From an optimization exercise on the open Yosys and OpenROAD flow, aimed at small area, a short achievable clock period and few clock cycles per item; shortcuts taken in it are not production practice. At most, simulation tests tie the RTL to the original design; equivalence was not proved. Function not checked in runs 4 to 7: the RTL went through the layout flow alone. Power and IR drop assume default switching activity.

<file path="run.sh">
#!/bin/bash
# synth_recipe.tcl (not shown) runs the flow's synth.tcl, then flattens the netlist and writes it again
# the make line also repeats each setting of config.mk as NAME=value (left out here)
make -C /OpenROAD-flow-scripts/flow DESIGN_CONFIG=/design/flow/config.mk WORK_HOME=/design/flow/orfs CLKGATE_MAP_FILE= SYNTH_SCRIPT=/design/flow/synth_recipe.tcl finish
</file>
<file path="config.mk">
export PLATFORM = sky130hd
export DESIGN_NAME = sorted_stack_count_table
export DESIGN_NICKNAME = sorted_stack_count_table
export VERILOG_FILES = /design/flow/design.v
export SDC_FILE = /design/flow/constraint.sdc
export NUM_CORES = 4
export LEC_CHECK = 0
export CAP_MARGIN = 20
export CORE_MARGIN = 2
export CORE_UTILIZATION = 40
export SLEW_MARGIN = 20
</file>
<file path="constraint.sdc">
create_clock -name core_clock -period 10.0 [get_ports {clock}]
set_input_delay 2.0000 -clock core_clock [delete_from_list [all_inputs] [get_ports {clock}]]
set_output_delay 2.0000 -clock core_clock [all_outputs]
set_load 0.01 [all_outputs]
</file>
<file path="design.v">
`default_nettype none
package sst_pkg;
   localparam int CAPACITY_DEFAULT = 16;
   localparam int KEY_BITS_DEFAULT = 16;
   localparam int COUNT_W = 16;
   localparam int TOTAL_W = 20;
   localparam int KEY_PORT_W = 16;
   localparam logic [COUNT_W-1:0] LIMIT_RESET = 16'd64;
   localparam logic CMD_INSERT = 1'b0;
   localparam logic CMD_QUERY  = 1'b1;
   localparam logic STATUS_OK      = 1'b0;
   localparam logic STATUS_NOSPACE = 1'b1;
endpackage
`default_nettype wire
`default_nettype none
module sst_ram #(
   parameter int WIDTH     = 32,
   parameter int DEPTH     = 16,
   parameter int ADDR_BITS = (DEPTH > 1) ? $clog2(DEPTH) : 1
) (
   input  wire logic                 clock,
   input  wire logic                 wr_en,
   input  wire logic [ADDR_BITS-1:0] wr_addr,
   input  wire logic [WIDTH-1:0]     wr_data,
   input  wire logic [ADDR_BITS-1:0] rd_addr,
   output logic      [WIDTH-1:0]     rd_data
);
   logic [WIDTH-1:0] mem_ff [DEPTH];
   logic [WIDTH-1:0] rd_data_ff;
   assign rd_data = rd_data_ff;
   always_ff @(posedge clock) begin
      if (wr_en) begin
         mem_ff[wr_addr] <= wr_data;
      end
      rd_data_ff <= mem_ff[rd_addr];
   end
endmodule
`default_nettype wire
`default_nettype none
module sorted_stack_count_table
#(
   parameter int CAPACITY = sst_pkg::CAPACITY_DEFAULT,
   parameter int KEY_BITS = sst_pkg::KEY_BITS_DEFAULT
) (
   input  wire logic                  clock,
   input  wire logic                  reset,
   input  wire logic                  req_valid,
   output logic                       req_ready,
   input  wire logic                  req_cmd,
   input  wire logic [sst_pkg::KEY_PORT_W-1:0] req_item_key,
   input  wire logic [sst_pkg::COUNT_W-1:0]    req_add_count,
   output logic                       rsp_valid,
   input  wire logic                  rsp_ready,
   output logic                       rsp_status,
   output logic                       rsp_found,
   output logic [sst_pkg::COUNT_W-1:0]         rsp_item_count,
   output logic [sst_pkg::TOTAL_W-1:0]         rsp_total_units,
   input  wire logic                  csr_wr_en,
   input  wire logic [sst_pkg::COUNT_W-1:0]    csr_wr_data
);
   localparam int CW = sst_pkg::COUNT_W;
   localparam int TW = sst_pkg::TOTAL_W;
   logic [KEY_BITS-1:0] key_ff [CAPACITY];
   logic [CW-1:0]       cnt_ff [CAPACITY];
   logic [CAPACITY-1:0] vld_ff;             
   logic [CAPACITY-1:0] lins_ff;            
   logic [TW-1:0]       total_ff;
   logic [CW-1:0]       limit_ff;
   logic                p_v;
   logic                p_cmd;
   logic [KEY_BITS-1:0] p_key;
   logic [CW-1:0]       p_add;
   logic [CAPACITY-1:0] p_match;
   logic                p_same;
   logic                r_v, s_v;
   logic                r_status, r_found, s_status, s_found;
   logic [CW-1:0]       r_count, s_count;
   logic [TW-1:0]       r_total;
   logic [KEY_BITS-1:0] key_in;
   logic [CAPACITY-1:0] match_in;
   logic                fire;
   assign key_in    = KEY_BITS'(req_item_key);
   assign fire      = p_v & ~s_v;
   assign req_ready = ~(p_v & s_v);
   assign rsp_valid       = r_v;
   assign rsp_status      = r_status;
   assign rsp_found       = r_found;
   assign rsp_item_count  = r_count;
   assign rsp_total_units = r_total;
   always_comb begin
      for (int i = 0; i < CAPACITY; i++) begin
         match_in[i] = vld_ff[i] && (key_ff[i] == key_in);
      end
   end
   always_ff @(posedge clock) begin
      if (reset) begin
         p_v <= 1'b0;
      end else begin
         p_v <= (req_valid && req_ready) || (p_v && !fire);
      end
      if (req_ready) begin
         p_cmd   <= req_cmd;
         p_key   <= key_in;
         p_add   <= req_add_count;
         p_match <= match_in;
         p_same  <= fire && (key_in == p_key);
      end
   end
   logic [CAPACITY-1:0] m;
   logic                hit;
   logic [CW-1:0]       cnt_sel;
   logic [CW-1:0]       headroom;
   logic                add_gt;
   logic                ok;
   logic                ins;
   logic                do_wr;
   logic [CAPACITY-1:0] free_oh;
   logic [CAPACITY-1:0] wsel;
   logic [CW-1:0]       sum;
   logic                res_status, res_found;
   logic [CW-1:0]       res_count;
   logic [TW-1:0]       total_nx;
   always_comb begin
      m       = p_match | (p_same ? lins_ff : '0);
      hit     = |m;
      cnt_sel = '0;
      for (int i = 0; i < CAPACITY; i++) begin
         cnt_sel = cnt_sel | (m[i] ? cnt_ff[i] : '0);
      end
      add_gt   = p_add > limit_ff;
      headroom = limit_ff - p_add;
      ins      = (p_cmd == sst_pkg::CMD_INSERT);
      ok       = !add_gt && (cnt_sel <= headroom) && (hit || !vld_ff[CAPACITY-1]);
      do_wr    = fire && ins && ok;
      free_oh  = ~vld_ff & {vld_ff[CAPACITY-2:0], 1'b1};
      wsel     = hit ? m : free_oh;
      sum      = cnt_sel + p_add;
      res_status = (ins && !ok) ? sst_pkg::STATUS_NOSPACE : sst_pkg::STATUS_OK;
      res_found  = hit || (ins && ok);
      res_count  = (ins && ok) ? sum : cnt_sel;
      total_nx   = do_wr ? total_ff + TW'(p_add) : total_ff;
   end
   always_ff @(posedge clock) begin
      for (int i = 0; i < CAPACITY; i++) begin
         if (do_wr && wsel[i]) begin
            key_ff[i] <= p_key;
            cnt_ff[i] <= sum;
         end
      end
      if (fire) begin
         lins_ff <= (do_wr && !hit) ? free_oh : '0;
      end
      if (reset) begin
         vld_ff   <= '0;
         total_ff <= '0;
         limit_ff <= sst_pkg::LIMIT_RESET;
      end else begin
         if (do_wr && !hit) begin
            vld_ff <= {vld_ff[CAPACITY-2:0], 1'b1};
         end
         total_ff <= total_nx;
         if (csr_wr_en) begin
            limit_ff <= csr_wr_data;
         end
      end
   end
   always_ff @(posedge clock) begin
      if (reset) begin
         r_v <= 1'b0;
         s_v <= 1'b0;
      end else begin
         r_v <= s_v || fire || (r_v && !rsp_ready);
         s_v <= s_v ? !rsp_ready : (fire && r_v && !rsp_ready);
      end
      if (!r_v || rsp_ready) begin
         r_status <= s_v ? s_status : res_status;
         r_found  <= s_v ? s_found  : res_found;
         r_count  <= s_v ? s_count  : res_count;
         r_total  <= total_nx;
      end
      if (!s_v) begin
         s_status <= res_status;
         s_found  <= res_found;
         s_count  <= res_count;
      end
   end
endmodule
`default_nettype wire
</file>
==> results of run 1 <==
-- through the flow --
step	setup slack [ps]	instance area, µm²	hold slack [ps]	util (%)
final	3750	33300	469	46.7
after global routing	3520	33300	499	46.7
after floorplan	4140	28800	423	-
after CTS	3840	33200	471	46.5
after global placement	3970	30900	447	43.3
after detailed placement	3890	31000	456	43.4
-- layout by cell type (no fill, tap or decap), types with 14 or more instances in the layout --
master           netlist  layout
buf_4                  0      20
nand4_1               37      37
a31oi_1               15      15
a22o_1                62      62
dfxtp_1               73      73
xor2_1               275     273
nor3_1                56      56
a221oi_1              62      62
nor4_1                56      56
clkinv_2               0      14
mux2i_1               44      44
a21oi_1               49      49
clkbuf_1              70      16
nand2_1               55      53
a21o_1                30      30
nor2_4                 0      16
inv_1                 46      46
clkbuf_16              0      72
clkdlybuf4s50_1        0      78
xnor2_1               40      28
buf_2                  9      15
nor2_1                86      70
nor2b_1               22      21
o21ai_0               31      31
edfxtp_1             616     616
ha_1                  63      63
-- cell type report --
cell class | instances | area [µm²]
Clock buffer | 91 | 1900
Clock inverter | 36 | 289
Fill cell | 6197 | 38000
Inverter | 47 | 176
Multi-Input combinational cell | 1095 | 8580
Sequential cell | 689 | 20000
Tap cell | 950 | 1190
Timing Repair Buffer | 124 | 1260
-- sequential cells by signal (all words and copies together) (netlist names) --
signal,count
cnt_ff,256
key_ff,256
limit_ff,16
lins_ff,16
p_add,16
p_cmd,1
p_key,16
p_match,16
p_same,1
p_v,1
r_count,16
r_found,1
r_status,1
r_total,20
r_v,1
s_count,16
s_found,1
s_status,1
s_v,1
total_ff,20
vld_ff,16
-- routing by layer --
metal  global-route usage [%]  part of all wire, %
met5                        0                    0
met4                     7.72                  3.5
met3                     3.85                  7.2
met2                     36.5                   49
met1                     28.4                   41
-- power breakdown --
group | internal [µW] | total (µW) | switching, µW
sequential | 3200 | 3240 | 42.7
combinational | 147 | 411 | 264
clock | 1430 | 2530 | 1100
total | 4770 | 6180 | 1400
-- critical path: stages, from the launching register on --
cell and delay, ps:
edfxtp_1 650, a21o_1 640, a22o_1 400, a221oi_1 390, nand4_1 410, ha_1 440, nand4_1 150, nor4_1 380
o2bb2ai_1 160, a31oi_1 90, a2111oi_4 700, nand2_2 70, buf_4 310, nor2_4 960
-- final timing paths --
path / end / start / cells after the start / slack (ps)
hold reg to reg: s_count[3] / s_count[3] / 2 / 470
hold / removal: s_count[3] / s_count[3] / 2 / 470
setup / recovery: cnt_ff[15][9] / p_same / 13 / 3750
setup reg to reg: cnt_ff[15][9] / p_same / 13 / 3750
-- kinds of logic after synthesis --
kind of cell	count (synthesis)	share of synthesized area [%]
compound gates	305	7.91
xor+xnor	315	9.58
buf+inv	135	1.88
simple gates	350	6.22
fa+ha+maj	66	2.94
mux	59	2.19
flops	689	69.3
==> results.sh, run 1 <==
export IMPL_yosysWarnings=3
export IMPL_p_per_area_nw_per_um2=185
export IMPL_cts_buffers=71
export IMPL_hold_viol=0
export IMPL_cts_hold_buf=0
export IMPL_port_buffers=93
export IMPL_layout_cells_non_filler=3032
export IMPL_tightestPinTransition_ps=1210
export IMPL_peakVddDrop_uv=164
export IMPL_grt_pass1_wl_mm=117
export IMPL_grt_max_degree=59
export IMPL_die_area_um2=74200
export IMPL_clock_latency_ps=610
export IMPL_path_clk_slew_ps=60
export IMPL_dr_pass1_iters=5
export IMPL_power_leakage_uw=0.0118
export IMPL_nets=2148
export IMPL_slew_viol_final=0
export IMPL_via_per_inst=5.68
export IMPL_max_slew_margin_pct=19.4
export IMPL_diodes=0
export IMPL_global_route_usage_total_pct=21.8
export IMPL_yosysSeqAreaShare_pct=69.3
export IMPL_rows=98
export IMPL_cp_required_ps=10200
export IMPL_cts_sinks=689
export IMPL_async_flop_share_pct=0
export IMPL_cts_root_buf="clkbuf_16"
export IMPL_cap_violations=0
export IMPL_synth_distinct_cells=64
export IMPL_yosys_cell_count_top_type="edfxtp_1"
export IMPL_synthTopCellsByCount="edfxtp_1 (616), xor2_1 (275), nor2_1 (86), dfxtp_1 (73), clkbuf_1 (70)"
export IMPL_via_count=17200
export IMPL_synth_ff_type="edfxtp_1"
export IMPL_io_pins=94
export IMPL_syn_nets=2039
export IMPL_post_synth_cell_area_avg_um2=15.0
export IMPL_syn_instance_count=1919
export IMPL_start_kind="flip-flop"
export IMPL_final_setup_skew_ps=32.1
export IMPL_area_growth_pct=15.8
export IMPL_finalPower_uw=6180
export IMPL_drt_iter0_drc=1732
export IMPL_initial_core_util_pct=40.4
export IMPL_routabilityCongestion=0.934
export IMPL_dp_cells=2898
export IMPL_drive_gt1_share_pct=9.85
export IMPL_min_path_type="reg2reg"
export IMPL_wl_per_cell_um=26.7
export IMPL_drc=0
export IMPL_ys_ff_latch=689
export IMPL_clock_path_buffers=3
export IMPL_yosys_area_top_type_share_pct=64.2
export IMPL_first_global_vias=17200
export IMPL_ant_nets=0
export IMPL_cts_resized=0
export IMPL_overflow=0
export IMPL_netlist_area_um2=28800
export IMPL_hpwl_mm=50.9
export IMPL_cts_htree_levels=3
export IMPL_cts_tree="built"
export IMPL_rsz0062_at_grt="no"
export IMPL_routed_wl_mm=80.9
export IMPL_die_h_um=272
export IMPL_finalSetupTns_ps=0
export IMPL_critical_path_arrival_ps=6450
export IMPL_setup_viol=0
export IMPL_synth_edf_count=616
export IMPL_antenna_found_initial=0
export IMPL_crit_fanout=32
export IMPL_crit_path_end_kind="flip-flop"
export IMPL_outcome="timing/DRC/antenna clean"
export IMPL_die_w_um=272
export IMPL_crit_type="reg2reg"
export IMPL_max_freq_ghz=0.160
export IMPL_core_area_um2=71400
export IMPL_yosysTopAreaCell="edfxtp_1"
export IMPL_final_period_utilization_pct=62.5
export IMPL_synth_area_leaders="edfxtp_1 (64%), xor2_1 (8.4%), dfxtp_1 (5.1%), ha_1 (2.7%), a221oi_1 (1.9%)"
export IMPL_cts_setup_buffers=0
export IMPL_layout_min_cycle_time_ps=6250
Testbench counts, summed over its fixed seeds: cycles 4,224, requests 4,096.
==> run 2, diff against run 1 <==
--- a/config.mk
+++ b/config.mk
@@ -7,2 +7,3 @@
 export LEC_CHECK = 0
+export ABC_CLOCK_PERIOD_IN_PS = 2500
 export CAP_MARGIN = 20
@@ -10,2 +11,3 @@
 export CORE_UTILIZATION = 40
+export SETUP_SLACK_MARGIN = 5
 export SLEW_MARGIN = 20
==> results.sh, run 2 <==
export IMPL_clock_latency_ps=630
export IMPL_global_route_usage_total_pct=23.1
export IMPL_crit_path_end_kind="flip-flop"
export IMPL_layout_min_cycle_time_ps=4850
export IMPL_routed_wl_mm=85.7
export IMPL_layout_cells_non_filler=3147
export IMPL_die_area_um2=74200
export IMPL_yosys_area_top_type_share_pct=64.2
export IMPL_max_slew_margin_pct=22.4
export IMPL_cts_buffers=73
export IMPL_grt_pass1_wl_mm=124
export IMPL_fin_util_pct=48.7
export IMPL_r2r_cells=13
export IMPL_port_buffers=93
export IMPL_synthTopCellsByCount="edfxtp_1 (616), xor2_1 (275), nor2_1 (86), dfxtp_1 (73), clkbuf_1 (70)"
export IMPL_cts_tree="built"
export IMPL_synth_distinct_cells=64
export IMPL_routabilityCongestion=0.963
export IMPL_yosysSeqAreaShare_pct=69.3
export IMPL_power_leakage_uw=0.0124
export IMPL_hold_start="s_count[10]"
export IMPL_rrSetupSlack_ps=5150
export IMPL_layout_common_cells="edfxtp_1 (616), xor2_1 (273), buf_4 (99), clkdlybuf4s50_1 (78), clkbuf_16 (74)"
export IMPL_rr_startpoint="p_same"
export IMPL_drt_iter0_drc=2063
export IMPL_r2r_end="cnt_ff[7][15]"
export IMPL_drive_gt1_share_pct=15.9
export IMPL_ant_nets=0
export IMPL_die_h_um=272
export IMPL_first_global_vias=18100
export IMPL_synth_edf_count=616
export IMPL_setup_viol=0
export IMPL_crit_fanout=17
export IMPL_antenna_found_initial=2
export IMPL_syn_instance_count=1919
export IMPL_finalSetupTns_ps=0
export IMPL_hpwl_mm=51.6
export IMPL_post_synth_cell_area_avg_um2=15.0
export IMPL_area_growth_pct=20.6
export IMPL_dr_pass1_iters=6
export IMPL_clock_path_buffers=3
export IMPL_cts_sinks=689
export IMPL_netlist_area_um2=28800
export IMPL_grt_max_degree=59
export IMPL_reg_largest_list="cnt_ff (256), key_ff (256)"
export IMPL_rows=98
export IMPL_slew_viol_final=0
export IMPL_max_freq_ghz=0.206
export IMPL_yosysTopAreaCell="edfxtp_1"
export IMPL_synth_ff_type="edfxtp_1"
export IMPL_initial_core_util_pct=40.4
export IMPL_tightestPinTransition_ps=1160
export IMPL_cts_root_buf="clkbuf_16"
export IMPL_fill_cells=6082
export IMPL_nets=2261
export IMPL_crit_type="reg2reg"
export IMPL_hold_viol=0
export IMPL_die_w_um=272
export IMPL_wl_per_cell_um=27.2
export IMPL_path_clk_slew_ps=60
export IMPL_hold_depth=2
export IMPL_cts_htree_levels=3
export IMPL_setup_slack_ps=5150
export IMPL_peakVddDrop_uv=150
export IMPL_p_per_area_nw_per_um2=183
export IMPL_synth_area_leaders="edfxtp_1 (64%), xor2_1 (8.4%), dfxtp_1 (5.1%), ha_1 (2.7%), a221oi_1 (1.9%)"
export IMPL_dp_cells=2908
export IMPL_async_flop_share_pct=0
export IMPL_cp_required_ps=10310
export IMPL_via_count=17900
export IMPL_final_setup_skew_ps=28.7
export IMPL_critical_path_arrival_ps=5160
export IMPL_ys_ff_latch=689
export IMPL_start_kind="flip-flop"
export IMPL_outcome="timing/DRC/antenna clean"
export IMPL_yosys_cell_count_top_type="edfxtp_1"
export IMPL_via_per_inst=5.68
export IMPL_layout_commonest_cell="edfxtp_1"
export IMPL_yosysWarnings=3
export IMPL_min_path_type="reg2reg"
export IMPL_final_period_utilization_pct=48.5
export IMPL_preCtsSetupSlack_ps=3980
export IMPL_core_area_um2=71400
export IMPL_hold_path_end="s_count[10]"
export IMPL_io_pins=94
export IMPL_diodes=0
export IMPL_syn_nets=2039
export IMPL_overflow=0
export IMPL_finalPower_uw=6370
export IMPL_rsz0062_at_grt="yes"
export IMPL_cap_violations=0
export IMPL_drc=0
## run 2: cell counts after synthesis
Identical to the previous run, type by type.
## run 2: report_power, final
group          switching (µW)  internal, µW  total (µW)
clock network            1110          1580        2690
logic                     290           164         454
registers                28.0          3200        3220
## run 2: worst max path at each step
stage                         from  slack (ps)             to  cells after the start
final                       p_same        5150  cnt_ff[7][15]                     13
after global routing        p_same        4960    r_count[14]                     16
after CTS                 p_add[1]        5010   total_ff[18]                     21
after detailed placement    p_same        3980  cnt_ff[5][12]                     13
after global placement      p_same        3920  cnt_ff[5][13]                     13
after floorplan           p_add[1]        4900  cnt_ff[10][0]                     19
## run 2: layout make-up
type / count / area [µm²] / area share [%]
clock buffer: 96 / 1970 / 5.68
clock inverter: 35 / 388 / 1.12
inverter: 47 / 176 / 0.508
multi-input combinational: 1111 / 8920 / 25.7
sequential: 689 / 20000 / 57.4
tap: 950 / 1190 / 3.42
timing repair buffer: 219 / 2140 / 6.15
## run 2: logic make-up after synthesis
logic type | synth area share, %
xor+xnor | 9.58
compound gates | 7.91
simple gates | 6.22
flops | 69.3
mux | 2.19
fa+ha+maj | 2.94
buf+inv | 1.88
## run 2: metal layers
metal	up-vias	wire, µm	GRT usage, %	share of wire (%)
met5	-	30	0	0.035
met4	4	3430	9.31	4.0
met3	215	6850	4.65	8.0
met2	858	41600	38.7	49
met1	9008	33800	29.5	39
li1	7775	-	-	-
## run 2: worst max-delay path, stage by stage, from the launching register on
cell and delay, ps:
edfxtp_1 420, buf_12 180, a21o_2 370, a22o_1 380, a221oi_1 360, nand4_1 360
ha_1 480, o21ai_0 150, nor3_1 100, o41ai_1 430, nand2_1 200, a311oi_1 370
a211oi_2 150, xnor2_4 570
## run 2: repair_timing
item,CTS,global route
cloned,16,0
pin swaps,39,11
gates resized for setup,39,20
setup buffers,79,12
endpoints found under the setup margin,698,654
hold buffers,0,0
## run 2: through the flow
step | hold slack (ps) | instance area [µm²]
2_1_floorplan | 423 | 28900
3_3_place_gp | 451 | 31000
3_5_place_dp | 458 | 31000
4_1_cts | 473 | 34500
5_1_grt | 509 | 34700
6_report | 473 | 34700
==> run 3, diff against run 2 <==
--- a/config.mk
+++ b/config.mk
@@ -10,3 +10,4 @@
 export CORE_MARGIN = 2
-export CORE_UTILIZATION = 40
+export CORE_UTILIZATION = 65
+export PLACE_DENSITY = 0.75
 export SETUP_SLACK_MARGIN = 5
==> results.sh, run 3 <==
export IMPL_rr_startpoint="p_same"
export IMPL_die_w_um=215
export IMPL_path_clk_slew_ps=60
export IMPL_max_freq_ghz=0.204
export IMPL_hold_viol=0
export IMPL_async_flop_share_pct=0
export IMPL_ant_nets=0
export IMPL_grt_max_degree=59
export IMPL_clock_latency_ps=620
export IMPL_internal_power_uw=4850
export IMPL_combPwrFrac_pct=6.8
export IMPL_start_kind="flip-flop"
export IMPL_grt_pass1_wl_mm=120
export IMPL_ys_ff_latch=689
export IMPL_dr_pass1_iters=6
export IMPL_nets=2249
export IMPL_core_area_um2=44000
export IMPL_clock_path_buffers=3
export IMPL_hold_path_end="s_count[12]"
export IMPL_synth_distinct_cells=64
export IMPL_finalPower_uw=6250
export IMPL_tightestPinTransition_ps=1180
export IMPL_yosys_cell_count_top_type="edfxtp_1"
export IMPL_cts_tree="built"
export IMPL_yosys_area_top_type_share_pct=64.2
export IMPL_reg_largest_list="cnt_ff (256), key_ff (256)"
export IMPL_area_growth_pct=18.6
export IMPL_drt_iter0_drc=2781
export IMPL_peakVddDrop_uv=197
export IMPL_netlist_area_um2=28800
export IMPL_p_clk_share_pct=41.3
export IMPL_cap_violations=0
export IMPL_routed_wl_mm=83.0
export IMPL_rsz0062_at_grt="no"
export IMPL_drc=0
export IMPL_r2r_cells=17
export IMPL_worst_hold_slack_ps=465
export IMPL_io_pins=94
export IMPL_via_count=18700
export IMPL_hold_depth=2
export IMPL_crit_fanout=18
export IMPL_die_area_um2=46000
export IMPL_rrSetupSlack_ps=5090
export IMPL_layout_commonest_cell="edfxtp_1"
export IMPL_synth_edf_count=616
export IMPL_cts_hold_buf=0
export IMPL_final_cell_area_um2=34200
export IMPL_synthTopCellsByCount="edfxtp_1 (616), xor2_1 (275), nor2_1 (86), dfxtp_1 (73), clkbuf_1 (70)"
export IMPL_global_route_usage_total_pct=36.1
export IMPL_power_share_switching_pct=22.5
export IMPL_initial_core_util_pct=65.4
export IMPL_cts_sinks=689
export IMPL_cts_root_buf="clkbuf_16"
export IMPL_setup_viol=0
export IMPL_min_path_type="reg2reg"
export IMPL_die_h_um=215
export IMPL_diodes=0
export IMPL_synth_ff_type="edfxtp_1"
export IMPL_power_leakage_uw=0.0123
export IMPL_final_setup_skew_ps=36.8
export IMPL_antenna_found_initial=0
export IMPL_wl_per_cell_um=29.9
export IMPL_routabilityCongestion=0.981
export IMPL_r2r_end="total_ff[3]"
export IMPL_syn_nets=2039
export IMPL_cp_required_ps=10460
export IMPL_p_per_area_nw_per_um2=183
export IMPL_post_synth_cell_area_avg_um2=15.0
export IMPL_yosysSeqAreaShare_pct=69.3
export IMPL_crit_path_end_kind="flip-flop"
export IMPL_placed_area_um2=30500
export IMPL_synth_area_leaders="edfxtp_1 (64%), xor2_1 (8.4%), dfxtp_1 (5.1%), ha_1 (2.7%), a221oi_1 (1.9%)"
export IMPL_layout_min_cycle_time_ps=4910
export IMPL_via_per_inst=6.72
export IMPL_setup_slack_ps=5090
export IMPL_overflow=0
export IMPL_slew_viol_final=0
export IMPL_power_share_sequential_pct=51.9
export IMPL_rows=77
export IMPL_yosysWarnings=3
export IMPL_hpwl_mm=47.7
export IMPL_cts_buffers=70
export IMPL_syn_instance_count=1919
export IMPL_first_global_vias=18600
export IMPL_final_period_utilization_pct=49.1
export IMPL_outcome="timing/DRC/antenna clean"
export IMPL_critical_path_arrival_ps=5370
export IMPL_yosysTopAreaCell="edfxtp_1"
export IMPL_max_slew_margin_pct=20.7
export IMPL_cts_htree_levels=3
export IMPL_layout_common_cells="edfxtp_1 (616), xor2_1 (274), clkdlybuf4s50_1 (83), buf_4 (83)"
export IMPL_hold_start="s_count[12]"
export IMPL_drive_gt1_share_pct=14.7
export IMPL_preCtsSetupSlack_ps=3500
export IMPL_port_buffers=93
export IMPL_crit_type="reg2reg"
export IMPL_finalSetupTns_ps=0
export IMPL_power_switching_uw=1410
[run 3: changes by cell type in the layout (fill, tap and decap cells not counted), moves of 6 or more]
| cell | before | now |
|---|---|---|
| buf_4 | 99 | 83 |
| a221oi_1 | 52 | 62 |
| a221oi_2 | 10 | 0 |
| a21o_2 | 9 | 3 |
| buf_2 | 15 | 9 |
[run 3: kinds of logic after synthesis]
logic type,count (synthesis),synth area share [%]
flops,689,69.3
simple gates,350,6.22
fa+ha+maj,66,2.94
buf+inv,135,1.88
mux,59,2.19
compound gates,305,7.91
xor+xnor,315,9.58
[run 3: cell type report]
type,instances,area (µm²)
multi-input cells,1114,8910
clock inverters,28,277
fillers,2487,9870
repair buffers,207,2110
inverters,47,176
well taps,592,741
flip-flops and latches,689,20000
clock buffers,99,1970
[run 3: metal layers]
layer  vias to the layer above  global-route usage (%)  share of wire, %
li1                       7746                       -                 -
met1                      9110                    45.8                35
met2                      1492                    58.5                47
met3                       311                    10.8                13
met4                         0                    14.6               4.8
met5                         -                       0                 0
[run 3: worst max-delay path, cell delays in order, from the launching register on]
cell	delay (ps)
edfxtp_1	430
buf_12	180
a21o_1	160
buf_4	220
a22o_1	260
a221oi_1	490
nand4_1	380
ha_1	420
nand4_1	160
nor4_2	240
o2bb2ai_1	170
a31oi_2	70
a2111oi_4	400
buf_6	230
buf_4	170
and2_4	230
mux2_2	380
nor2b_1	130
[run 3: how the worst max path moves through the flow]
stage,start,to,slack [ps],cells after the start
after global routing,p_same,total_ff[3],5000,17
final,p_same,total_ff[3],5090,17
after global placement,p_add[1],key_ff[8][4],3740,18
after floorplan,p_add[1],cnt_ff[10][0],4900,19
after detailed placement,p_add[1],key_ff[8][14],3500,18
after CTS,p_same,r_count[12],4770,15
[run 3: metrics by stage]
step	instances	util (%)
6_report	2776	77.6
5_1_grt	2776	77.6
4_1_cts	2751	76.8
3_5_place_dp	2545	69.3
3_3_place_gp	2545	69.3
2_1_floorplan	1919	-
[run 3: timing repair]
action,CTS,global route
resized for setup,30,25
endpoints found under the hold margin,0,0
pin swaps,13,10
buffers inserted,60,24
gates cloned,19,0
setup endpoints to repair,634,698
[run 3: power by group through the flow]
| stage | combinational, µW | sequential [µW] | clock (µW) |
|---|---|---|---|
| 2_1_floorplan | 220 | 3280 | 0 |
| 3_3_place_gp | 375 | 3300 | 0 |
| 3_5_place_dp | 381 | 3300 | 0 |
| 4_1_cts | 395 | 3240 | 2580 |
| 5_1_grt | 454 | 3240 | 2690 |
| 6_report | 427 | 3240 | 2580 |
==> run 4, diff against run 3 <==
--- a/design.v
+++ b/design.v
@@ -68,2 +68,6 @@
    logic [CW-1:0]       limit_ff;
+   logic                a_v;
+   logic                a_cmd;
+   logic [KEY_BITS-1:0] a_key;
+   logic [CW-1:0]       a_add;
    logic                p_v;
@@ -73,2 +77,6 @@
    logic [CAPACITY-1:0] p_match;
+   logic                p_hit;
+   logic [CW-1:0]       p_cnt;
+   logic [CW-1:0]       p_room;             
+   logic                p_big;              
    logic                p_same;
@@ -78,8 +86,7 @@
    logic [TW-1:0]       r_total;
-   logic [KEY_BITS-1:0] key_in;
-   logic [CAPACITY-1:0] match_in;
-   logic                fire;
-   assign key_in    = KEY_BITS'(req_item_key);
+   logic                fire;               
+   logic                a_go;               
    assign fire      = p_v & ~s_v;
-   assign req_ready = ~(p_v & s_v);
+   assign a_go      = ~p_v | ~s_v;
+   assign req_ready = ~a_v | a_go;
    assign rsp_valid       = r_v;
@@ -89,5 +96,21 @@
    assign rsp_total_units = r_total;
+   always_ff @(posedge clock) begin
+      if (reset) begin
+         a_v <= 1'b0;
+      end else begin
+         a_v <= (req_valid && req_ready) || (a_v && !a_go);
+      end
+      if (req_ready) begin
+         a_cmd <= req_cmd;
+         a_key <= KEY_BITS'(req_item_key);
+         a_add <= req_add_count;
+      end
+   end
+   logic [CAPACITY-1:0] l_match;
+   logic [CW-1:0]       l_cnt;
    always_comb begin
+      l_cnt = '0;
       for (int i = 0; i < CAPACITY; i++) begin
-         match_in[i] = vld_ff[i] && (key_ff[i] == key_in);
+         l_match[i] = vld_ff[i] && (key_ff[i] == a_key);
+         l_cnt      = l_cnt | (l_match[i] ? cnt_ff[i] : '0);
       end
@@ -98,10 +121,14 @@
       end else begin
-         p_v <= (req_valid && req_ready) || (p_v && !fire);
-      end
-      if (req_ready) begin
-         p_cmd   <= req_cmd;
-         p_key   <= key_in;
-         p_add   <= req_add_count;
-         p_match <= match_in;
-         p_same  <= fire && (key_in == p_key);
+         p_v <= (a_v && a_go) || (p_v && !fire);
+      end
+      if (a_go) begin
+         p_cmd   <= a_cmd;
+         p_key   <= a_key;
+         p_add   <= a_add;
+         p_match <= l_match;
+         p_hit   <= |l_match;
+         p_cnt   <= l_cnt;
+         p_room  <= limit_ff - a_add;
+         p_big   <= a_add > limit_ff;
+         p_same  <= fire && (a_key == p_key);
       end
@@ -110,5 +137,3 @@
    logic                hit;
-   logic [CW-1:0]       cnt_sel;
-   logic [CW-1:0]       headroom;
-   logic                add_gt;
+   logic [CW-1:0]       cnt;
    logic                ok;
@@ -123,12 +148,7 @@
    always_comb begin
-      m       = p_match | (p_same ? lins_ff : '0);
-      hit     = |m;
-      cnt_sel = '0;
-      for (int i = 0; i < CAPACITY; i++) begin
-         cnt_sel = cnt_sel | (m[i] ? cnt_ff[i] : '0);
-      end
-      add_gt   = p_add > limit_ff;
-      headroom = limit_ff - p_add;
+      m        = p_match | (p_same ? lins_ff : '0);
+      hit      = p_same ? r_found : p_hit;
+      cnt      = p_same ? r_count : p_cnt;
       ins      = (p_cmd == sst_pkg::CMD_INSERT);
-      ok       = !add_gt && (cnt_sel <= headroom) && (hit || !vld_ff[CAPACITY-1]);
+      ok       = !p_big && (cnt <= p_room) && (hit || !vld_ff[CAPACITY-1]);
       do_wr    = fire && ins && ok;
@@ -136,6 +156,6 @@
       wsel     = hit ? m : free_oh;
-      sum      = cnt_sel + p_add;
+      sum      = cnt + p_add;
       res_status = (ins && !ok) ? sst_pkg::STATUS_NOSPACE : sst_pkg::STATUS_OK;
       res_found  = hit || (ins && ok);
-      res_count  = (ins && ok) ? sum : cnt_sel;
+      res_count  = (ins && ok) ? sum : cnt;
       total_nx   = do_wr ? total_ff + TW'(p_add) : total_ff;
--- a/config.mk
+++ b/config.mk
@@ -10,4 +10,4 @@
 export CORE_MARGIN = 2
-export CORE_UTILIZATION = 65
-export PLACE_DENSITY = 0.75
+export CORE_UTILIZATION = 60
+export PLACE_DENSITY = 0.7
 export SETUP_SLACK_MARGIN = 5
==> results.sh, run 4 <==
export IMPL_outcome="timing/DRC/antenna clean"
export IMPL_yosysWarnings=3
export IMPL_overflow=0
export IMPL_critical_path_arrival_ps=4960
export IMPL_cp_num_buf_inv=4
export IMPL_rrSetupSlack_ps=5320
export IMPL_die_area_um2=54200
export IMPL_routed_wl_mm=77.5
export IMPL_finalSetupTns_ps=0
export IMPL_max_freq_ghz=0.214
export IMPL_io_pins=94
export IMPL_synth_distinct_cells=73
export IMPL_post_synth_cell_area_avg_um2=15.5
export IMPL_endpoint="key_ff[0][8]"
export IMPL_cts_buffers=76
export IMPL_cts_root_buf="clkbuf_16"
export IMPL_cts_hold_buf=0
export IMPL_via_count=18100
export IMPL_die_w_um=233
export IMPL_layout_common_cells="edfxtp_1 (683), xor2_1 (244), clkdlybuf4s50_1 (92), inv_1 (83), clkbuf_16 (80)"
export IMPL_max_stage_delay_ps=560
export IMPL_area_growth_pct=14.5
export IMPL_cts_tree="built"
export IMPL_synthTopCellsByCount="edfxtp_1 (683), xor2_1 (246), inv_1 (83), dfxtp_1 (74), a21oi_1 (70)"
export IMPL_cpMostUsedCell="buf_4"
export IMPL_slew_viol_final=0
export IMPL_crit_type="reg2reg"
export IMPL_min_path_type="reg2reg"
export IMPL_via_per_inst=6.17
export IMPL_layout_min_cycle_time_ps=4680
export IMPL_crit_path_start="p_same"
export IMPL_fill_cells=3506
export IMPL_ant_nets=0
export IMPL_cp_required_ps=10280
export IMPL_hpwl_mm=46.2
export IMPL_max_slew_margin_pct=28.8
export IMPL_drive_gt1_share_pct=12.3
export IMPL_async_flop_share_pct=0
export IMPL_crit_family="compound AO/OA/AOI/OAI gates"
export IMPL_first_global_vias=18200
export IMPL_r2r_cells=11
export IMPL_initial_core_util_pct=61.0
export IMPL_reg_largest_list="cnt_ff (256), key_ff (256)"
export IMPL_synth_area_leaders="edfxtp_1 (65%), xor2_1 (6.9%), dfxtp_1 (4.7%), ha_1 (2.5%), xnor2_1 (1.9%)"
export IMPL_syn_instance_count=2026
export IMPL_preCtsSetupSlack_ps=5120
export IMPL_crit_fanout=34
export IMPL_cap_violations=0
export IMPL_clock_latency_ps=620
export IMPL_synth_edf_count=683
export IMPL_ys_ff_latch=757
export IMPL_slowest_stage="a211oi_4"
export IMPL_routabilityCongestion=0.901
export IMPL_peakVddDrop_uv=189
export IMPL_diodes=0
export IMPL_yosysTopAreaCell="edfxtp_1"
export IMPL_rows=83
export IMPL_dp_cells=2798
export IMPL_global_route_usage_total_pct=29.5
export IMPL_drt_iter0_drc=1679
export IMPL_antenna_found_initial=0
export IMPL_final_setup_skew_ps=18.3
export IMPL_regArea_um2=22000
export IMPL_path_clk_slew_ps=60
export IMPL_syn_nets=2146
export IMPL_port_buffers=93
export IMPL_r2r_end="key_ff[0][8]"
export IMPL_power_leakage_uw=0.0125
export IMPL_netlist_area_um2=31400
export IMPL_crit_path_end_kind="flip-flop"
export IMPL_cts_sinks=757
export IMPL_p_per_area_nw_per_um2=184
export IMPL_clock_path_buffers=3
export IMPL_setup_viol=0
export IMPL_grt_max_degree=68
export IMPL_rr_startpoint="p_same"
export IMPL_setup_slack_ps=5320
export IMPL_rsz0062_at_grt="no"
export IMPL_cts_htree_levels=3
export IMPL_yosysSeqAreaShare_pct=70.0
export IMPL_synth_ff_type="edfxtp_1"
export IMPL_layout_commonest_cell="edfxtp_1"
export IMPL_grt_pass1_wl_mm=115
export IMPL_tightestPinTransition_ps=1070
export IMPL_dr_pass1_iters=5
export IMPL_die_h_um=233
export IMPL_final_period_utilization_pct=46.8
export IMPL_yosys_cell_count_top_type="edfxtp_1"
export IMPL_wl_per_cell_um=26.4
export IMPL_nets=2318
export IMPL_drc=0
export IMPL_worstPathCellList="buf_4, mux2i_1, inv_1, ha_1, a2111oi_2, o221a_2, o22a_2, o2111ai_4, buf_4, a211oi_4, buf_4"
export IMPL_cp_depth=11
export IMPL_core_area_um2=51500
export IMPL_start_kind="flip-flop"
export IMPL_multi_input_area_um2=8890
export IMPL_layout_cells_non_filler=2940
export IMPL_yosys_area_top_type_share_pct=65.3
export IMPL_hold_viol=0
==> run 4: cell count changes after synthesis, sizes merged, moves of 29 or more <==
| cell | before | now |
|---|---|---|
| inv | 46 | 83 |
| nor2 | 86 | 47 |
| edfxtp | 616 | 683 |
| xor2 | 275 | 246 |
| buf | 18 | 62 |
| xnor2 | 40 | 69 |
| clkbuf | 70 | 15 |
==> run 4: cell type report <==
type                       count  share of cell area, %
timing repair buffer         171                   4.20
clock inverter                32                  0.710
clock buffer                 108                   6.00
inverter                      83                  0.866
sequential                   757                   61.1
multi-input combinational   1109                   24.7
tap                          680                   2.37
==> run 4: report_power, final <==
part	total, µW	internal [µW]	leakage [µW]	switching, µW
registers	3540	3490	0.00710	43.9
logic	306	122	0.00423	185
clock network	2760	1590	0.00119	1170
total	6600	5200	0.0125	1400
==> run 4: routing by layer <==
layer	global-route usage, %	up-vias	routed length (µm)
met1	39.3	9115	30700
met2	49.4	785	38300
met3	4.22	160	5760
met5	0	-	0
li1	-	8076	-
met4	11.5	0	2760
==> run 4: worst min-delay path by stage <==
stage	from	end	slack, ps	depth (start not counted)
after floorplan	a_cmd	p_cmd	400	0
after global placement	a_cmd	p_cmd	410	0
after detailed placement	a_cmd	p_cmd	420	0
after CTS	a_cmd	p_cmd	430	0
after global routing	a_cmd	p_cmd	450	0
final	a_cmd	p_cmd	430	0
==> run 4: kinds of logic after synthesis <==
kind of cell,share of synthesized area [%]
simple gates,6.19
xor+xnor,8.78
fa+ha+maj,2.70
compound gates,7.78
buf+inv,2.38
flops,70.0
mux,2.16
==> run 4: timing repair <==
| item | in CTS | in global routing |
|---|---|---|
| buffers inserted | 0 | 2 |
| endpoints found under the setup margin | 0 | 32 |
| gates resized for setup | 0 | 0 |
==> run 4: through the flow <==
stage	power (µW)	hold slack, ps	utilization, %	instance area, µm²
2_1_floorplan	3770	400	-	31500
3_3_place_gp	3900	405	65.1	33500
3_5_place_dp	3910	422	65.1	33500
4_1_cts	6640	430	69.8	35900
5_1_grt	6790	454	69.8	36000
6_report	6600	427	69.8	36000
==> run 5, diff against run 4 <==
--- a/design.v
+++ b/design.v
@@ -88,5 +88,7 @@
    logic                a_go;               
+   logic                a_v_nx, p_v_nx, r_v_nx, s_v_nx;
+   logic                rdy_ff;
    assign fire      = p_v & ~s_v;
    assign a_go      = ~p_v | ~s_v;
-   assign req_ready = ~a_v | a_go;
+   assign req_ready = rdy_ff;
    assign rsp_valid       = r_v;
@@ -96,7 +98,21 @@
    assign rsp_total_units = r_total;
+   always_comb begin
+      a_v_nx = (req_valid && req_ready) || (a_v && !a_go);
+      p_v_nx = (a_v && a_go) || (p_v && !fire);
+      r_v_nx = s_v || fire || (r_v && !rsp_ready);
+      s_v_nx = s_v ? !rsp_ready : (fire && r_v && !rsp_ready);
+   end
    always_ff @(posedge clock) begin
       if (reset) begin
-         a_v <= 1'b0;
+         a_v    <= 1'b0;
+         p_v    <= 1'b0;
+         r_v    <= 1'b0;
+         s_v    <= 1'b0;
+         rdy_ff <= 1'b1;
       end else begin
-         a_v <= (req_valid && req_ready) || (a_v && !a_go);
+         a_v    <= a_v_nx;
+         p_v    <= p_v_nx;
+         r_v    <= r_v_nx;
+         s_v    <= s_v_nx;
+         rdy_ff <= !(a_v_nx && p_v_nx && s_v_nx);
       end
@@ -118,7 +134,2 @@
    always_ff @(posedge clock) begin
-      if (reset) begin
-         p_v <= 1'b0;
-      end else begin
-         p_v <= (a_v && a_go) || (p_v && !fire);
-      end
       if (a_go) begin
@@ -138,8 +149,9 @@
    logic [CW-1:0]       cnt;
+   logic                fits_p, fits_r, fits;
+   logic [CW-1:0]       sum_p, sum_r, sum;
    logic                ok;
    logic                ins;
-   logic                do_wr;
+   logic                do_add;
    logic [CAPACITY-1:0] free_oh;
    logic [CAPACITY-1:0] wsel;
-   logic [CW-1:0]       sum;
    logic                res_status, res_found;
@@ -151,8 +163,13 @@
       cnt      = p_same ? r_count : p_cnt;
+      fits_p   = p_cnt <= p_room;
+      fits_r   = r_count <= p_room;
+      fits     = p_same ? fits_r : fits_p;
+      sum_p    = p_cnt + p_add;
+      sum_r    = r_count + p_add;
+      sum      = p_same ? sum_r : sum_p;
       ins      = (p_cmd == sst_pkg::CMD_INSERT);
-      ok       = !p_big && (cnt <= p_room) && (hit || !vld_ff[CAPACITY-1]);
-      do_wr    = fire && ins && ok;
+      ok       = !p_big && fits && (hit || !vld_ff[CAPACITY-1]);
+      do_add   = fire && ins && ok;
       free_oh  = ~vld_ff & {vld_ff[CAPACITY-2:0], 1'b1};
       wsel     = hit ? m : free_oh;
-      sum      = cnt + p_add;
       res_status = (ins && !ok) ? sst_pkg::STATUS_NOSPACE : sst_pkg::STATUS_OK;
@@ -160,3 +177,3 @@
       res_count  = (ins && ok) ? sum : cnt;
-      total_nx   = do_wr ? total_ff + TW'(p_add) : total_ff;
+      total_nx   = do_add ? total_ff + TW'(p_add) : total_ff;
    end
@@ -164,5 +181,5 @@
       for (int i = 0; i < CAPACITY; i++) begin
-         if (do_wr && wsel[i]) begin
+         if (fire && wsel[i]) begin
             key_ff[i] <= p_key;
-            cnt_ff[i] <= sum;
+            cnt_ff[i] <= res_count;
          end
@@ -170,3 +187,3 @@
       if (fire) begin
-         lins_ff <= (do_wr && !hit) ? free_oh : '0;
+         lins_ff <= (do_add && !hit) ? free_oh : '0;
       end
@@ -177,3 +194,3 @@
       end else begin
-         if (do_wr && !hit) begin
+         if (do_add && !hit) begin
             vld_ff <= {vld_ff[CAPACITY-2:0], 1'b1};
@@ -187,9 +204,2 @@
    always_ff @(posedge clock) begin
-      if (reset) begin
-         r_v <= 1'b0;
-         s_v <= 1'b0;
-      end else begin
-         r_v <= s_v || fire || (r_v && !rsp_ready);
-         s_v <= s_v ? !rsp_ready : (fire && r_v && !rsp_ready);
-      end
       if (!r_v || rsp_ready) begin
==> flow/run.sh (new file) <==
#!/bin/bash
# The standard layout, with repair_timing asked for 6 ns of setup slack
# at the design's own clock period and constraints (constraint.sdc unchanged)
set -euo pipefail
bash standard.sh SETUP_SLACK_MARGIN=6 finish > make_finish.log 2>&1
==> standard.sh (new file) <==
#!/bin/bash
# synth_recipe.tcl (not shown) runs the flow's synth.tcl, then flattens the netlist and writes it again
# the make line also repeats each setting of config.mk as NAME=value (left out here)
make -C /OpenROAD-flow-scripts/flow DESIGN_CONFIG=/design/flow/config.mk WORK_HOME=/design/flow/orfs CLKGATE_MAP_FILE= SYNTH_SCRIPT=/design/flow/synth_recipe.tcl "${@:-finish}"
--- a/config.mk
+++ b/config.mk
@@ -12,3 +12,2 @@
 export PLACE_DENSITY = 0.7
-export SETUP_SLACK_MARGIN = 5
 export SLEW_MARGIN = 20
removed: run.sh
==> results.sh, run 5 <==
export IMPL_cts_setup_buffers=0
export IMPL_rows=84
export IMPL_tightestPinTransition_ps=1070
export IMPL_routed_wl_mm=82.4
export IMPL_syn_instance_count=2063
export IMPL_drt_iter0_drc=1903
export IMPL_initial_core_util_pct=60.4
export IMPL_reg_largest_list="cnt_ff (256), key_ff (256)"
export IMPL_final_period_utilization_pct=38.3
export IMPL_hold_viol=0
export IMPL_die_h_um=233
export IMPL_peakVddDrop_uv=128
export IMPL_die_w_um=233
export IMPL_port_buffers=93
export IMPL_max_stage_delay_ps=470
export IMPL_ys_ff_latch=758
export IMPL_diodes=0
export IMPL_synthTopCellsByCount="edfxtp_1 (683), xnor2_1 (207), xor2_1 (101), ha_1 (79), dfxtp_1 (75)"
export IMPL_grt_max_degree=60
export IMPL_netlist_area_um2=31600
export IMPL_crit_family="compound AO/OA/AOI/OAI gates"
export IMPL_yosys_cell_count_top_type="edfxtp_1"
export IMPL_cts_root_buf="clkbuf_16"
export IMPL_io_pins=94
export IMPL_critical_path_arrival_ps=4070
export IMPL_drive_gt1_share_pct=12.0
export IMPL_layout_commonest_cell="edfxtp_1"
export IMPL_slew_viol_final=0
export IMPL_fin_util_pct=69.6
export IMPL_cp_required_ps=10240
export IMPL_overflow=0
export IMPL_global_route_usage_total_pct=30.7
export IMPL_synth_area_leaders="edfxtp_1 (65%), xnor2_1 (5.7%), dfxtp_1 (4.8%), ha_1 (3.1%), xor2_1 (2.8%)"
export IMPL_synth_ff_type="edfxtp_1"
export IMPL_power_leakage_uw=0.0128
export IMPL_setup_viol=0
export IMPL_routabilityCongestion=0.931
export IMPL_hpwl_mm=48.9
export IMPL_yosysTopAreaCell="edfxtp_1"
export IMPL_area_growth_pct=15.3
export IMPL_slowest_stage="o311ai_0"
export IMPL_layout_common_cells="edfxtp_1 (683), xnor2_1 (207), xor2_1 (101), clkdlybuf4s50_1 (92)"
export IMPL_antenna_found_initial=1
export IMPL_grt_pass1_wl_mm=119
export IMPL_worstPathCellList="buf_4, mux2_2, ha_1, nor2b_1, o21a_1, o21a_1, o211a_1, o21a_1, o311ai_0, nand2_1"
export IMPL_via_per_inst=6.32
export IMPL_crit_fanout=38
export IMPL_async_flop_share_pct=0
export IMPL_final_setup_skew_ps=24.8
export IMPL_yosysWarnings=3
export IMPL_ant_nets=0
export IMPL_cts_tree="built"
export IMPL_max_slew_margin_pct=28.9
export IMPL_clock_path_buffers=3
export IMPL_cts_sinks=758
export IMPL_yosysSeqAreaShare_pct=69.7
export IMPL_finalSetupTns_ps=0
export IMPL_core_area_um2=52300
export IMPL_max_freq_ghz=0.261
export IMPL_wl_per_cell_um=27.7
export IMPL_path_clk_slew_ps=60
export IMPL_cpMostUsedCell="o21a_1"
export IMPL_die_area_um2=54500
export IMPL_drc=0
export IMPL_clock_latency_ps=640
export IMPL_layout_min_cycle_time_ps=3830
export IMPL_cp_num_buf_inv=1
export IMPL_p_per_area_nw_per_um2=184
export IMPL_via_count=18800
export IMPL_cts_buffers=77
export IMPL_rsz0062_at_grt="no"
export IMPL_fill_cells=3455
export IMPL_start_kind="flip-flop"
export IMPL_first_global_vias=18800
export IMPL_dr_pass1_iters=5
export IMPL_outcome="timing/DRC/antenna clean"
export IMPL_yosys_area_top_type_share_pct=64.9
export IMPL_cap_violations=0
export IMPL_synth_edf_count=683
export IMPL_min_path_type="reg2reg"
export IMPL_post_synth_cell_area_avg_um2=15.3
export IMPL_cts_htree_levels=3
export IMPL_crit_path_end_kind="flip-flop"
export IMPL_synth_distinct_cells=60
export IMPL_nets=2365
export IMPL_crit_type="reg2reg"
export IMPL_syn_nets=2199
run 5: changes by cell type after synthesis, sizes merged, moves of 28 or more:
cell    delta
buf       -33
clkbuf    +34
mux2      +29
nand4     +28
nor3      -45
xnor2    +138
xor2     -145
run 5: path summary, 6_finish.rpt:
check	from	to	slack (ps)	depth (start not counted)
setup / recovery	p_same	cnt_ff[0][12]	6170	10
hold / removal	a_cmd	p_cmd	430	0
setup reg to reg	p_same	cnt_ff[0][12]	6170	10
hold reg to reg	a_cmd	p_cmd	430	0
run 5: cell families (layout without fill, tap and decap cells):
logic type               after synthesis  in the layout  share of synthesized area (%)
AO/OA/AOI/OAI                        348            348                           8.14
XOR/XNOR                             308            308                           8.54
adder cells (fa/ha/maj)               82             82                           3.32
buffers and inverters                142            370                           1.80
flip-flops                           758            758                           69.7
multiplexers                          68             68                           2.35
AND/OR/NAND/NOR                      357            357                           6.20
run 5: area by class of cell:
class                      count  area [µm²]  area share, %
clock buffer                 109        2180           5.98
clock inverter                32         269          0.739
inverter                      64         240          0.660
multi-input combinational   1163        9400           25.8
sequential                   758       22000           60.4
tap                          688         861           2.36
timing repair buffer         165        1470           4.03
run 5: metal layers:
metal	share of wire [%]	global-route usage, %	wire length, µm
met1	39	40.6	31900
met2	47	49.4	38500
met3	11	7.93	9130
met4	3.5	11.0	2880
met5	0	0	0
run 5: metrics by stage:
step           worst slack, ps  power (µW)  hold slack, ps  std cells  cell area (µm²)
2_1_floorplan             6230        3840             400       2063            31700
3_3_place_gp              6100        3990             430       2838            34000
3_5_place_dp              5890        4000             406       2838            34000
4_1_cts                   6080        6750             432       2979            36400
5_1_grt                   6020        6900             443       2979            36400
6_report                  6170        6720             432       2979            36400
run 5: what timing repair did:
item | CTS | global route
cloned | 0 | 0
endpoints found under the hold margin | 0 | 0
endpoints found under the setup margin | 32 | 48
resized for setup | 2 | 3
hold buffers | 0 | 0
run 5: power breakdown:
group	total (µW)	internal [µW]	switching (µW)
clock network	2780	1580	1200
logic	384	154	230
registers	3550	3510	41.7
total	6720	5250	1470
==> run 6, diff against run 5 <==
==> flow/run.sh (replaced) <==
#!/bin/bash
# The standard layout, with repair_timing asked for 7 ns of setup slack
# at the design's own clock period and constraints (constraint.sdc unchanged)
set -euo pipefail
bash standard.sh SETUP_SLACK_MARGIN=7 finish > make_finish.log 2>&1
==> results.sh, run 6 <==
export IMPL_layout_min_cycle_time_ps=3450
export IMPL_power_leakage_uw=0.0138
export IMPL_cap_violations=0
export IMPL_drc=0
export IMPL_synth_ff_type="edfxtp_1"
export IMPL_multi_input_area_um2=10300
export IMPL_synthAdderAreaFrac_pct=3.32
export IMPL_preCtsSetupSlack_ps=5730
export IMPL_cts_buffers=77
export IMPL_overflow=0
export IMPL_synth_top_family_by_area="XOR/XNOR gates"
export IMPL_synth_mux_area_fraction_pct=2.35
export IMPL_antenna_found_initial=2
export IMPL_synth_area_leaders="edfxtp_1 (65%), xnor2_1 (5.7%), dfxtp_1 (4.8%), ha_1 (3.1%), xor2_1 (2.8%)"
export IMPL_reg_largest_list="cnt_ff (256), key_ff (256)"
export IMPL_synth_edf_count=683
export IMPL_initial_core_util_pct=60.4
export IMPL_syn_nets=2199
export IMPL_port_buffers=93
export IMPL_min_path_type="reg2reg"
export IMPL_cp_required_ps=10380
export IMPL_cts_sinks=758
export IMPL_finalSetupTns_ps=0
export IMPL_drt_iter0_drc=2138
export IMPL_drive_gt1_share_pct=22.1
export IMPL_die_area_um2=54500
export IMPL_die_w_um=233
export IMPL_area_growth_pct=22.3
export IMPL_crit_type="reg2reg"
export IMPL_layout_common_cells="edfxtp_1 (683), xnor2_1 (204), buf_4 (123), xor2_1 (101), clkbuf_16 (81)"
export IMPL_cts_hold_buf=0
export IMPL_rrSetupSlack_ps=6550
export IMPL_setup_slack_ps=6550
export IMPL_critical_path_arrival_ps=3830
export IMPL_hpwl_mm=48.3
export IMPL_grt_max_degree=60
export IMPL_netlist_area_um2=31600
export IMPL_global_route_usage_total_pct=31.8
export IMPL_fill_cells=3158
export IMPL_synth_compound_area_share_pct=8.14
export IMPL_routed_wl_mm=87.5
export IMPL_first_global_vias=19100
export IMPL_yosysTopAreaCell="edfxtp_1"
export IMPL_core_area_um2=52300
export IMPL_setup_viol=0
export IMPL_start_kind="flip-flop"
export IMPL_clock_path_buffers=3
export IMPL_post_synth_cell_area_avg_um2=15.3
export IMPL_layout_commonest_cell="edfxtp_1"
export IMPL_wl_per_cell_um=28.3
export IMPL_crit_path_end_kind="flip-flop"
export IMPL_rows=84
export IMPL_yosysSeqAreaShare_pct=69.7
export IMPL_peakVddDrop_uv=160
export IMPL_yosys_cell_count_top_type="edfxtp_1"
export IMPL_synthTopCellsByCount="edfxtp_1 (683), xnor2_1 (207), xor2_1 (101), ha_1 (79), dfxtp_1 (75)"
export IMPL_outcome="timing/DRC/antenna clean"
export IMPL_ys_ff_latch=758
export IMPL_via_per_inst=6.37
export IMPL_die_h_um=233
export IMPL_crit_fanout=8
export IMPL_final_period_utilization_pct=34.5
export IMPL_syn_instance_count=2063
export IMPL_path_clk_slew_ps=70
export IMPL_routabilityCongestion=0.876
export IMPL_final_setup_skew_ps=29.3
export IMPL_regArea_um2=22000
export IMPL_yosysWarnings=3
export IMPL_dr_pass1_iters=5
export IMPL_hold_viol=0
export IMPL_async_flop_share_pct=0
export IMPL_yosys_area_top_type_share_pct=64.9
export IMPL_io_pins=94
export IMPL_cts_tree="built"
export IMPL_p_per_area_nw_per_um2=178
export IMPL_synthSimpleGateAreaFrac_pct=6.20
export IMPL_ant_nets=0
export IMPL_grt_pass1_wl_mm=124
export IMPL_nets=2487
export IMPL_slew_viol_final=0
export IMPL_synthXorXnorAreaFrac_pct=8.54
export IMPL_max_slew_margin_pct=35.9
export IMPL_synth_distinct_cells=60
export IMPL_clock_latency_ps=630
export IMPL_tightestPinTransition_ps=962
export IMPL_max_freq_ghz=0.290
export IMPL_cts_htree_levels=3
export IMPL_cts_root_buf="clkbuf_16"
export IMPL_rsz0062_at_grt="yes"
export IMPL_via_count=19700
-- run 6: cell counts after synthesis --
No cell type changed its count.
-- run 6: area by class of cell --
| class | instances | area share [%] |
|---|---|---|
| flip-flops and latches | 758 | 57.0 |
| well taps | 688 | 2.23 |
| inverters | 64 | 0.631 |
| clock buffers | 99 | 5.41 |
| multi-input cells | 1167 | 26.8 |
| repair buffers | 283 | 7.04 |
| clock inverters | 35 | 0.945 |
| diodes | 2 | 0.0129 |
-- run 6: worst max-delay path, cell delays in order (launching register included) --
cell and delay [ps]:
edfxtp_1 430, buf_4 180, ha_1 350, nand4_1 140, or3_1 400, a21oi_2 170, o41a_1 250, buf_6 130
a211oi_4 40, buf_4 160, buf_6 120, buf_16 130, buf_6 120, buf_6 130, nor2_4 100, a21oi_4 50
buf_12 140, clkbuf_16 150
-- run 6: cells by family after synthesis --
group                    after synthesis
AO/OA/AOI/OAI                        348
XOR/XNOR                             308
adder cells (fa/ha/maj)               82
buffers and inverters                142
flip-flops                           758
multiplexers                          68
AND/OR/NAND/NOR                      357
-- run 6: power breakdown --
part | total (µW) | internal [µW] | switching, µW
clock | 2810 | 1610 | 1200
sequential | 3560 | 3510 | 43.8
combinational | 496 | 219 | 277
total | 6860 | 5350 | 1520
-- run 6: metal layers --
metal | global-route usage [%] | part of all wire, %
met2 | 50.8 | 47
met5 | 0 | 0
met4 | 9.45 | 2.9
met1 | 44.4 | 40
met3 | 6.68 | 10
-- run 6: worst paths after layout --
| check | startpoint | endpoint | cells after the start |
|---|---|---|---|
| setup / recovery | r_count[7] | cnt_ff[2][10] | 17 |
| hold / removal | a_cmd | p_cmd | 0 |
| setup reg to reg | r_count[7] | cnt_ff[2][10] | 17 |
| hold reg to reg | a_cmd | p_cmd | 0 |
-- run 6: metrics by stage --
step / instances / power, µW / cell area (µm²) / utilization [%] / hold slack (ps)
2_1_floorplan: 2063 / 3840 / 31900 / - / 400
3_3_place_gp: 2833 / 4000 / 34000 / 65.0 / 409
3_5_place_dp: 2833 / 4010 / 34000 / 65.0 / 407
4_1_cts: 3043 / 6830 / 37600 / 71.8 / 420
5_1_grt: 3094 / 7060 / 38600 / 73.8 / 426
6_report: 3096 / 6860 / 38600 / 73.8 / 419
-- run 6: repair_timing --
| item | 4_1_cts | 5_1_grt |
|---|---|---|
| hold endpoints to repair | 0 | 0 |
| buffers inserted | 71 | 46 |
| setup endpoints to repair | 973 | 387 |
| gates resized for setup | 286 | 127 |
| gates cloned | 5 | 5 |
| pin swaps | 43 | 41 |
==> run 7, diff against run 6 <==
--- a/design.v
+++ b/design.v
@@ -86,2 +86,33 @@
    logic [TW-1:0]       r_total;
+   logic                lr_found;
+   logic [CW-1:0]       lr_count;
+   function automatic logic [CW-1:0] add_pp(input logic [CW-1:0] a, input logic [CW-1:0] b);
+      logic [CW-1:0] p, g, gn, pn, pp;
+      p  = a ^ b;
+      g  = a & b;
+      pp = p;
+      for (int d = 1; d < CW; d = d * 2) begin
+         gn = g;
+         pn = pp;
+         for (int i = d; i < CW; i++) begin
+            gn[i] = g[i] | (pp[i] & g[i-d]);
+            pn[i] = pp[i] & pp[i-d];
+         end
+         g  = gn;
+         pp = pn;
+      end
+      add_pp = p ^ {g[CW-2:0], 1'b0};
+   endfunction
+   function automatic logic le_pp(input logic [CW-1:0] a, input logic [CW-1:0] b);
+      logic [CW-1:0] gt, eq;
+      gt = a & ~b;
+      eq = ~(a ^ b);
+      for (int w = 1; w < CW; w = w * 2) begin
+         for (int i = 0; i + w < CW; i = i + 2 * w) begin
+            gt[i] = gt[i+w] | (eq[i+w] & gt[i]);
+            eq[i] = eq[i+w] & eq[i];
+         end
+      end
+      le_pp = !gt[0];
+   endfunction
    logic                fire;               
@@ -161,10 +192,10 @@
       m        = p_match | (p_same ? lins_ff : '0);
-      hit      = p_same ? r_found : p_hit;
-      cnt      = p_same ? r_count : p_cnt;
-      fits_p   = p_cnt <= p_room;
-      fits_r   = r_count <= p_room;
-      fits     = p_same ? fits_r : fits_p;
-      sum_p    = p_cnt + p_add;
-      sum_r    = r_count + p_add;
-      sum      = p_same ? sum_r : sum_p;
+      hit      = p_same ? lr_found : p_hit;
+      cnt      = p_same ? lr_count : p_cnt;
+      fits_p   = le_pp(p_cnt, p_room);
+      fits_r   = le_pp(lr_count, p_room);
+      fits     = (p_same && fits_r) || (!p_same && fits_p);
+      sum_p    = add_pp(p_cnt, p_add);
+      sum_r    = add_pp(lr_count, p_add);
+      sum      = ({CW{p_same}} & sum_r) | ({CW{!p_same}} & sum_p);
       ins      = (p_cmd == sst_pkg::CMD_INSERT);
@@ -187,3 +218,5 @@
       if (fire) begin
-         lins_ff <= (do_add && !hit) ? free_oh : '0;
+         lins_ff  <= (do_add && !hit) ? free_oh : '0;
+         lr_found <= res_found;
+         lr_count <= res_count;
       end
--- a/config.mk
+++ b/config.mk
@@ -11,2 +11,4 @@
 export CORE_UTILIZATION = 60
+export CTS_CLUSTER_DIAMETER = 100
+export CTS_CLUSTER_SIZE = 25
 export PLACE_DENSITY = 0.7
==> results.sh, run 7 <==
export IMPL_internal_power_uw=4470
export IMPL_async_flop_share_pct=0
export IMPL_syn_instance_count=2148
export IMPL_synth_area_leaders="edfxtp_1 (65%), xor2_1 (7.0%), dfxtp_1 (4.6%), ha_1 (3.5%), a22o_1 (1.8%)"
export IMPL_initial_core_util_pct=60.5
export IMPL_clock_path_buffers=3
export IMPL_routabilityCongestion=0.864
export IMPL_tightestPinTransition_ps=1090
export IMPL_cts_sinks=775
export IMPL_crit_fanout=8
export IMPL_critical_path_arrival_ps=3700
export IMPL_via_count=19700
export IMPL_die_h_um=237
export IMPL_yosys_area_top_type_share_pct=64.7
export IMPL_grt_max_degree=57
export IMPL_drt_iter0_drc=2213
export IMPL_drive_gt1_share_pct=18.7
export IMPL_dr_pass1_iters=5
export IMPL_preCtsSetupSlack_ps=5800
export IMPL_post_synth_cell_area_avg_um2=15.1
export IMPL_synth_edf_count=700
export IMPL_die_w_um=237
export IMPL_netlist_area_um2=32500
export IMPL_core_area_um2=53700
export IMPL_layout_common_cells="edfxtp_1 (700), xor2_1 (256), buf_4 (131), nand2_1 (87), ha_1 (79)"
export IMPL_reg_largest_list="cnt_ff (256), key_ff (256)"
export IMPL_rsz0062_at_grt="yes"
export IMPL_cap_violations=0
export IMPL_layout_commonest_cell="edfxtp_1"
export IMPL_final_setup_skew_ps=33.2
export IMPL_port_buffers=93
export IMPL_p_per_area_nw_per_um2=152
export IMPL_combPwrFrac_pct=7.4
export IMPL_cts_htree_levels=2
export IMPL_nets=2537
export IMPL_grt_pass1_wl_mm=123
export IMPL_start_kind="flip-flop"
export IMPL_setup_viol=0
export IMPL_clock_latency_ps=600
export IMPL_finalSetupTns_ps=0
export IMPL_power_share_switching_pct=22.3
export IMPL_wl_per_cell_um=27.5
export IMPL_placed_area_um2=34800
export IMPL_cts_tree="built"
export IMPL_yosysWarnings=3
export IMPL_rows=85
export IMPL_power_switching_uw=1280
export IMPL_yosysSeqAreaShare_pct=69.4
export IMPL_yosysTopAreaCell="edfxtp_1"
export IMPL_min_path_type="reg2reg"
export IMPL_yosys_cell_count_top_type="edfxtp_1"
export IMPL_overflow=0
export IMPL_synthTopCellsByCount="edfxtp_1 (700), xor2_1 (258), ha_1 (92), nand2_1 (91), a21oi_1 (81)"
export IMPL_crit_path_end_kind="flip-flop"
export IMPL_ys_ff_latch=775
export IMPL_final_period_utilization_pct=33.6
export IMPL_power_share_sequential_pct=62.8
export IMPL_syn_nets=2298
export IMPL_setup_slack_ps=6640
export IMPL_area_growth_pct=16.1
export IMPL_max_freq_ghz=0.298
export IMPL_via_per_inst=6.34
export IMPL_layout_cells_non_filler=3111
export IMPL_drc=0
export IMPL_hold_viol=0
export IMPL_path_clk_slew_ps=100
export IMPL_ant_nets=0
export IMPL_cp_required_ps=10340
export IMPL_power_leakage_uw=0.0134
export IMPL_diodes=0
export IMPL_hpwl_mm=49.3
export IMPL_outcome="timing/DRC/antenna clean"
export IMPL_crit_type="reg2reg"
export IMPL_die_area_um2=56000
export IMPL_cts_root_buf="clkbuf_16"
export IMPL_dp_cells=2928
export IMPL_routed_wl_mm=85.5
export IMPL_final_cell_area_um2=37700
export IMPL_layout_min_cycle_time_ps=3360
export IMPL_cts_buffers=37
export IMPL_peakVddDrop_uv=184
export IMPL_slew_viol_final=0
export IMPL_p_clk_share_pct=29.8
export IMPL_global_route_usage_total_pct=30.3
export IMPL_max_slew_margin_pct=27.1
export IMPL_io_pins=94
export IMPL_synth_distinct_cells=64
export IMPL_antenna_found_initial=0
export IMPL_first_global_vias=19200
export IMPL_synth_ff_type="edfxtp_1"
-- run 7: cell count changes in the layout (fill, tap and decap cells not counted), moves of 21 or more --
| cell | previous run | this run |
|---|---|---|
| mux2_4 | 37 | 16 |
| nand4_1 | 74 | 46 |
| nor4_1 | 21 | 48 |
| nor3_1 | 16 | 45 |
| xor2_1 | 101 | 256 |
| xnor2_1 | 204 | 59 |
| nor2_1 | 49 | 75 |
| nand2_1 | 42 | 87 |
| clkbuf_16 | 81 | 38 |
-- run 7: repair_timing --
item | in CTS | in global routing
gates cloned | 8 | 2
endpoints found under the setup margin | 521 | 472
buffers inserted | 60 | 46
pin swaps | 13 | 54
gates resized for setup | 262 | 119
hold buffers | 0 | 0
-- run 7: critical path: stages, from the launching register on --
cell and delay, ps:
edfxtp_1 480, ha_1 330, o21a_1 120, o2111ai_2 280, a31oi_4 140, o32a_1 420, nor2_4 170, buf_12 130
buf_8 100, mux4_2 610, buf_6 180, buf_16 130
-- run 7: cell type report --
type	instances	area (µm²)
Multi-Input combinational cell	1228	10400
Clock buffer	63	1020
Clock inverter	4	46.3
Timing Repair Buffer	276	2570
Inverter	69	259
Fill cell	3474	16000
Tap cell	696	871
Sequential cell	775	22500
-- run 7: cell families after synthesis --
logic type / Yosys count / share of synthesized area [%]
AND/OR/NAND/NOR: 416 / 6.50
AO/OA/AOI/OAI: 343 / 7.67
multiplexers: 52 / 2.22
XOR/XNOR: 320 / 8.63
adder cells (fa/ha/maj): 96 / 3.79
flip-flops: 775 / 69.4
buffers and inverters: 146 / 1.83
-- run 7: path summary, 6_finish.rpt --
path	startpoint	to	slack, ps	cells past startpoint
setup reg to reg	p_cnt[3]	cnt_ff[0][0]	6640	11
hold reg to reg	a_cmd	p_cmd	450	0
setup / recovery	p_cnt[3]	cnt_ff[0][0]	6640	11
hold / removal	a_cmd	p_cmd	450	0
-- run 7: power groups by stage --
stage          registers [µW]  clock network, µW  logic, µW
5_1_grt                  3610               1840        456
3_3_place_gp             3680                  0        352
4_1_cts                  3610               1730        388
3_5_place_dp             3680                  0        360
2_1_floorplan            3670                  0        222
6_report                 3610               1710        424
-- run 7: layer usage --
metal  GRT usage [%]  wire (µm)  up-vias
li1                -          -     8662
met1            40.6      33800    10100
met2            52.1      42900      840
met3            3.15       5700      176
met4            10.5       3110        0
met5               0          0        -
-- run 7: through the flow --
step / total power (µW) / utilization [%] / hold WS, ps
6_report: 5750 / 70.2 / 450
5_1_grt: 5910 / 70.2 / 473
4_1_cts: 5730 / 68.5 / 459
3_5_place_dp: 4040 / 64.7 / 434
3_3_place_gp: 4030 / 64.7 / 443
2_1_floorplan: 3890 / - / 400

==> afterwards: timing with drivers on the ports <==
No port has a modelled driver above. Below, the same layouts with a new extraction and two added sets of constraints. Step 1 assumes that a clkbuf_16 drives the clock port and a buf_2 every other input. Step 2 adds t to the input delays and takes it off the output delays; t is the mean of the earliest and latest rising clock arrival at the registers after step 1. Input paths then give back, and output paths get back, about the clock's delay inside the block. Three values: ideal, step 1, step 2; two values: the first two.
run	t (ns)	slack for setup (ns)	worst setup path after step 2
run 1	0.660	3.752 / 3.752 / 3.752	register to register
run 2	0.678	5.149 / 5.149 / 5.149	register to register
run 3	0.661	5.090 / 5.090 / 5.090	register to register
run 4	0.672	5.319 / 5.319 / 5.319	register to register
run 5	0.688	6.168 / 6.168 / 6.168	register to register
run 6	0.676	6.549 / 6.549 / 6.547	input to register
run 7	0.647	6.639 / 6.639 / 6.475	input to register
After both steps every run listed still meets setup and hold. The setup slack of run 7, which loses most, moves by 0.000 ns with the drivers and by -0.164 ns with both steps.
